Background: an optimization exercise with open tools, aiming at small area, a short achievable clock period and few clock cycles per item. Do not read the settings as production practice.
RTL that was checked went through simulation tests only; none was proved equivalent to the original.
Power is estimated from default activity; no workload was simulated.

## json_key_value_extractor_core
module json_key_value_extractor_core #(
   parameter int MaxKeyChars = jkv_pkg::MAX_KEY_CHARS_DEF
) (
   input  logic                            clock,
   input  logic                            reset,
   input  logic                            req_valid,
   output logic                            req_stall,
   input  logic [7:0]                      req_data_byte,
   input  logic                            req_last_byte,
   output logic                            rsp_valid,
   input  logic                            rsp_stall,
   output logic [1:0]                      rsp_item_kind,
   output logic [31:0]                     rsp_item_value,
   output logic [2:0]                      rsp_result_status,
   output logic                            rsp_end_of_run,
   input  logic                            csr_valid,
   output logic                            csr_ready,
   input  logic [jkv_pkg::CSR_IDX_W-1:0]   csr_index,
   input  logic [jkv_pkg::CSR_DATA_W-1:0]  csr_write_data
);
   logic [127:0] key_ff;
   logic [4:0]   kc_ff;
   logic [1:0]   mode_ff;
   logic [15:0]  scap_ff;
   logic [10:0]  acap_ff;
   assign csr_ready = 1'b1;
   always_ff @(posedge clock) begin
      if (reset) begin
         key_ff  <= '0;
         kc_ff   <= 5'd1;
         mode_ff <= 2'd0;
         scap_ff <= 16'd256;
         acap_ff <= 11'd16;
      end else if (csr_valid) begin
         case (csr_index)
            3'd0: key_ff[63:0]   <= csr_write_data;
            3'd1: key_ff[127:64] <= csr_write_data;
            3'd2: kc_ff          <= csr_write_data[4] ? 5'd16 : csr_write_data[4:0];
            3'd3: mode_ff        <= csr_write_data[1:0];
            3'd4: scap_ff        <= csr_write_data[15:0];
            3'd5: acap_ff        <= csr_write_data[10:0];
            default: begin
            end
         endcase
      end
   end
   logic       h_v, s_v;
   logic [7:0] h_b, s_b;
   logic       h_l, s_l;
   logic       accept;
   logic       consume;
   logic [7:0] h_in;
   logic [7:0] h_cls_in, h_cls;
   logic       h_ld;
   assign req_stall = s_v;
  ...
==> flow/config.mk <==
export PLATFORM = sky130hd
export DESIGN_NAME = json_key_value_extractor_core
export DESIGN_NICKNAME = json_key_value_extractor_core
export VERILOG_FILES = /design/flow/design.v
export SDC_FILE = /design/flow/constraint.sdc
export NUM_CORES = 4
export LEC_CHECK = 0
export CAP_MARGIN = 10
export CORE_MARGIN = 2
export CORE_UTILIZATION = 40
export CTS_BUF_LIST = sky130_fd_sc_hd__clkbuf_16
export CTS_CLUSTER_DIAMETER = 150
export CTS_CLUSTER_SIZE = 25
export SLEW_MARGIN = 10
export TNS_END_PERCENT = 5
==> flow/constraint.sdc <==
create_clock -name core_clock -period 10.0 [get_ports {clock}]
set_input_delay 2.0000 -clock core_clock [delete_from_list [all_inputs] [get_ports {clock}]]
set_output_delay 2.0000 -clock core_clock [all_outputs]
set_load 0.01 [all_outputs]
standard.sh (not shown) runs the stock make flow with config.mk's settings and CLKGATE_MAP_FILE= SYNTH_SCRIPT=/design/flow/synth_recipe.tcl, a recipe that flattens the netlist after the stock synthesis.
==> flow/flow/run.sh <==
#!/bin/bash
# Standard ORFS layout, with timing repair aimed at a shorter period than the clock's
# (the SDC is unchanged; only the resizer's setup margin is raised) and plain buffers on
# the ports.
set -euo pipefail
MARGIN=$(cat flow/margin.txt)
bash standard.sh SETUP_SLACK_MARGIN=$MARGIN "BUFFER_PORTS_ARGS=-buffer_cell sky130_fd_sc_hd__buf_1"  finish > standard_flow.log 2>&1
==> flow/flow/margin.txt <==
6.5
The starting point produced a clean layout.
Testbench counts at the start, summed over its fixed seeds: cycles 202,844, bytes 201,750.
Rerun with:
Settings changed: CAP_MARGIN 10 to 20, SLEW_MARGIN 10 to 20, TNS_END_PERCENT 5 to default.
Sequential power stays flat.
Utilization goes up by 0.14 points.
Routed wire length hardly moves.
Count of clock-buffer cells in the layout is unchanged.
Cell area increases slightly.
Total power stays flat.
Worst setup slack improves by 0.0042 ns.
Flip-flop and latch count is unchanged.
Non-clock buffer count rises by 4.

========
Another version of the RTL of json_key_value_extractor_core (not shown whole).
Size: roughly 270 flip-flops, ~120 I/O pins, roughly 16000 µm² of cells after synthesis.
// json_key_value_extractor_core
module json_key_value_extractor_core #(
   parameter int MaxKeyChars = jkv_pkg::MAX_KEY_CHARS_DEF
) (
   input  logic                            clock,
   input  logic                            reset,
   input  logic                            req_valid,
   output logic                            req_stall,
   input  logic [7:0]                      req_data_byte,
   input  logic                            req_last_byte,
   output logic                            rsp_valid,
   input  logic                            rsp_stall,
   output logic [1:0]                      rsp_item_kind,
   output logic [31:0]                     rsp_item_value,
   output logic [2:0]                      rsp_result_status,
   output logic                            rsp_end_of_run,
   input  logic                            csr_valid,
   output logic                            csr_ready,
   input  logic [jkv_pkg::CSR_IDX_W-1:0]   csr_index,
   input  logic [jkv_pkg::CSR_DATA_W-1:0]  csr_write_data
);
   localparam logic [3:0] P_SEARCH = 4'd0;
   localparam logic [3:0] P_AKEY   = 4'd1;
   localparam logic [3:0] P_ACOLON = 4'd2;
   localparam logic [3:0] P_STR    = 4'd3;
   localparam logic [3:0] P_U32    = 4'd4;
   localparam logic [3:0] P_AOPEN  = 4'd5;
   localparam logic [3:0] P_ANUM   = 4'd6;
   localparam logic [3:0] P_AAFTER = 4'd7;
  ...
==> flow/config.mk <==
export PLATFORM = sky130hd
export DESIGN_NAME = json_key_value_extractor_core
export DESIGN_NICKNAME = json_key_value_extractor_core
export VERILOG_FILES = /design/flow/design.v
export SDC_FILE = /design/flow/constraint.sdc
export NUM_CORES = 4
export LEC_CHECK = 0
export CAP_MARGIN = 20
export CORE_MARGIN = 2
export CORE_UTILIZATION = 40
export CTS_BUF_LIST = sky130_fd_sc_hd__clkbuf_8
export CTS_CLUSTER_SIZE = 20
export SLEW_MARGIN = 20
==> flow/constraint.sdc <==
create_clock -name core_clock -period 10.0 [get_ports {clock}]
set_input_delay 2.0000 -clock core_clock [delete_from_list [all_inputs] [get_ports {clock}]]
set_output_delay 2.0000 -clock core_clock [all_outputs]
set_load 0.01 [all_outputs]
==> flow/flow/run.sh <==
#!/bin/bash
# Standard ORFS layout, with timing repair aimed at a shorter period than the clock's
# (the SDC is unchanged; only the resizer's setup margin is raised), and plain buffers
# on the ports.
set -euo pipefail
MARGIN=$(cat flow/margin.txt)
bash standard.sh SETUP_SLACK_MARGIN=$MARGIN "BUFFER_PORTS_ARGS=-buffer_cell sky130_fd_sc_hd__buf_1" finish > standard_flow.log 2>&1
Scripts as last shown in full above: flow/flow/margin.txt
Rerun with:
==> flow/flow/run.sh (replaced) <==
#!/bin/bash
# Standard ORFS layout, with timing repair aimed at a shorter period than the clock's
# (the SDC is unchanged; only the resizer's setup margin is raised).
set -euo pipefail
MARGIN=$(cat flow/margin.txt)
bash standard.sh SETUP_SLACK_MARGIN=$MARGIN finish > standard_flow.log 2>&1
- CTS_BUF_LIST: sky130_fd_sc_hd__clkbuf_8 -> not set
- CTS_CLUSTER_SIZE: 20 -> not set
Utilization rises by 2.6 points.
Setup slack got worse by 97 ps.
Via count rises by 0.95%.
Final area rises by about 5.5%.
Function was not checked in any run of this note: the RTL went through the layout flow alone.

========
alpha:
Another version of the RTL of json_key_value_extractor_core (not shown whole).
Size in the first run: ~1900 cells after synthesis, roughly 280 flip-flops, roughly 120 I/O pins, roughly 15000 um^2 of cells after synthesis.
==> flow/config.mk <==
export PLATFORM = sky130hd
export DESIGN_NAME = json_key_value_extractor_core
export DESIGN_NICKNAME = json_key_value_extractor_core
export VERILOG_FILES = /design/flow/design.v
export SDC_FILE = /design/flow/constraint.sdc
export NUM_CORES = 4
export LEC_CHECK = 0
export CAP_MARGIN = 20
export CORE_MARGIN = 2
export CORE_UTILIZATION = 40
export CTS_BUF_LIST = sky130_fd_sc_hd__clkbuf_16
export CTS_CLUSTER_DIAMETER = 150
export CTS_CLUSTER_SIZE = 25
export SLEW_MARGIN = 20
==> flow/constraint.sdc <==
create_clock -name core_clock -period 10.0 [get_ports {clock}]
set_input_delay 2.0000 -clock core_clock [delete_from_list [all_inputs] [get_ports {clock}]]
set_output_delay 2.0000 -clock core_clock [all_outputs]
set_load 0.01 [all_outputs]
==> flow/flow/run.sh <==
#!/bin/bash
# Standard ORFS layout, with timing repair aimed at a shorter period than the clock's
# (the SDC is unchanged; only the resizer's setup margin is raised) and plain buffers on
# the ports.
set -euo pipefail
MARGIN=$(cat flow/margin.txt)
bash standard.sh SETUP_SLACK_MARGIN=$MARGIN "BUFFER_PORTS_ARGS=-buffer_cell sky130_fd_sc_hd__buf_1"  finish > standard_flow.log 2>&1
==> flow/flow/margin.txt <==
6.95
Testbench counts of alpha, summed over its fixed seeds: cycles 202,844, bytes 201,750.
Relative to alpha, the following input files were edited for beta:
==> flow/flow/margin.txt <==
7.1
==> comparison <==
Compare alpha and beta | shortest clock period the worst path allows after layout lower: beta
In the tables for alpha and beta, final weighted congestion in routability-driven placement reads higher with alpha.
Diff alpha..beta | core footprint | unchanged
Looking at total number of nets in the final design, beta sits about 1.1% higher than alpha does.
Final critical-path share of the clock period (higher): alpha
Taking alpha as the reference, in beta slack of the critical path increased 0.021 ns; largest net degree at the start of global routing moved up; non-clock buffer count picked up an extra 12%; total power shows an increase of 0.54%.
NOTE post-route cell area alpha->beta increased by a few percent

========
Another version of the RTL of json_key_value_extractor_core (not shown whole).
For scale: roughly 1,900 cells after synthesis, roughly 280 flip-flops, ~120 I/O pins, roughly 15,000 um^2 of cells after synthesis.
## json_key_value_extractor_core
module json_key_value_extractor_core #(
   parameter int MaxKeyChars = jkv_pkg::MAX_KEY_CHARS_DEF
) (
   input  logic                            clock,
   input  logic                            reset,
   input  logic                            req_valid,
   output logic                            req_stall,
   input  logic [7:0]                      req_data_byte,
   input  logic                            req_last_byte,
   output logic                            rsp_valid,
   input  logic                            rsp_stall,
   output logic [1:0]                      rsp_item_kind,
   output logic [31:0]                     rsp_item_value,
   output logic [2:0]                      rsp_result_status,
   output logic                            rsp_end_of_run,
   input  logic                            csr_valid,
   output logic                            csr_ready,
   input  logic [jkv_pkg::CSR_IDX_W-1:0]   csr_index,
   input  logic [jkv_pkg::CSR_DATA_W-1:0]  csr_write_data
);
clock: 10.0 ns
lec_check: 0
cap_margin: 20
core_margin: 2
core_utilization: 40
cts_buf_list: sky130_fd_sc_hd__clkbuf_16
cts_cluster_diameter: 150
cts_cluster_size: 25
slew_margin: 20
==> flow/flow/margin.txt <==
6.9
Scripts as last shown in full above: flow/flow/run.sh
Testbench counts at the start, summed over its fixed seeds: cycles 202,262, bytes 201,750.
==> next run, changes <==
==> flow/flow/margin.txt (replaced) <==
6.8
Wire length grows by 0.38%.
Combinational power shrinks by about 3%.
Count of clock-buffer cells in the layout is unchanged.
Sequential power is about the same.
Final cell count stays flat.
Critical path depth shrinks by 12.
Area after synthesis is unchanged.
Register-to-register slack improves by 0.06 ns.

========
## run 1
json_key_value_extractor_core, a different RTL version from the one above (not shown whole).
Size: about 280 flip-flops, roughly 120 I/O pins, ~15000 µm² of cells after synthesis.
Design json_key_value_extractor_core, start of the top module:
module json_key_value_extractor_core #(
   parameter int MaxKeyChars = jkv_pkg::MAX_KEY_CHARS_DEF
) (
   input  logic                            clock,
   input  logic                            reset,
   input  logic                            req_valid,
   output logic                            req_stall,
   input  logic [7:0]                      req_data_byte,
   input  logic                            req_last_byte,
   output logic                            rsp_valid,
   input  logic                            rsp_stall,
   output logic [1:0]                      rsp_item_kind,
   output logic [31:0]                     rsp_item_value,
   output logic [2:0]                      rsp_result_status,
   output logic                            rsp_end_of_run,
   input  logic                            csr_valid,
   output logic                            csr_ready,
   input  logic [jkv_pkg::CSR_IDX_W-1:0]   csr_index,
   input  logic [jkv_pkg::CSR_DATA_W-1:0]  csr_write_data
);
   logic [127:0] key_ff;
  ...
Settings: LEC_CHECK=0, CAP_MARGIN=20, CORE_MARGIN=2, CORE_UTILIZATION=40, CTS_BUF_LIST=sky130_fd_sc_hd__clkbuf_16, CTS_CLUSTER_DIAMETER=150, CTS_CLUSTER_SIZE=25, SLEW_MARGIN=20; clock period 10.0 ns.
==> flow/flow/margin.txt <==
6.5
Scripts as last shown in full above: flow/flow/run.sh
Run 1 | status: complete | timing, DRC, antenna: pass
Testbench counts of run 1, summed over its fixed seeds: cycles 202,844, bytes 201,750.
The following lists how run 2 was set up differently from run 1:
- CTS_BUF_LIST: sky130_fd_sc_hd__clkbuf_16 -> sky130_fd_sc_hd__clkbuf_8
- CTS_CLUSTER_DIAMETER: 150 -> unset
- CTS_CLUSTER_SIZE: 25 -> 20
- CORE_UTILIZATION: 40 -> 60
Notes after the runs:
- Run 2 and run 1 all finish clean.
- Number of resized instances in the post-cts repair step, run 2 and run 1: smaller value in run 2
- On run 2: largest net degree at the start of global routing is 11 higher than what run 1 gave.
- Looking only at clock period minus worst slack, and setting everything else aside, the lower value of run 2 and run 1 goes to run 1.
- Looking at power dissipated in combinational cells, run 2 sits about 3% below run 1.
- What run 1 reported for area of the die has to be multiplied by 0.67 to get the figure for run 2.
- Run 2 — die extent in x about 18% lower, run 1 as reference
- Reported for run 2 and run 1, biggest fanout along the worst timing path turned out identical to the last digit.
- Lower total chip power among run 2 and run 1: run 1
- | total instance count after detailed placement | higher: run 1 |
- met3 capacity usage during global routing was higher in the run labelled run 2.

==> re-timing with driven ports <==
No port has a modelled driver above. Below, the same layouts with a new extraction and two added sets of constraints. Step 1 assumes that a clkbuf_16 drives the clock port and a buf_2 every other input. Step 2, shift: input delay + t, output delay - t, t = (earliest + latest rising clock arrival at the registers) / 2. This alone moves slack from input paths to output paths. a / b / c = no drivers / after step 1 / after step 2; a / b = the first two.
run	t, ns	setup slack, ns	slew at the worst register clock pin (ns)
the first run of note 1	0.548	6.457 / 6.477 / 5.928	0.11 / 0.11
the second run of note 1	0.547	6.462 / 6.462 / 6.109	0.11 / 0.11
the first run of note 2	0.658	6.454 / 6.454 / 6.131	0.07 / 0.07
the second run of note 2	0.637	6.357 / 6.357 / 5.929	0.07 / 0.07
alpha	0.560	6.917 / 6.888 / 6.435	0.11 / 0.11
beta	0.543	6.937 / 6.937 / 6.477	0.11 / 0.11
the first run of note 4	0.551	6.824 / 6.824 / 6.448	0.11 / 0.11
the second run of note 4	0.550	6.845 / 6.793 / 6.386	0.11 / 0.11
run 1	0.553	6.506 / 6.506 / 6.131	0.11 / 0.11
run 2	0.600	6.480 / 6.480 / 6.061	0.07 / 0.07
After both steps every run listed still meets setup and hold. The setup slack of the first run of note 1, which loses most, moves by +0.020 ns with the drivers and by -0.529 ns with both steps.
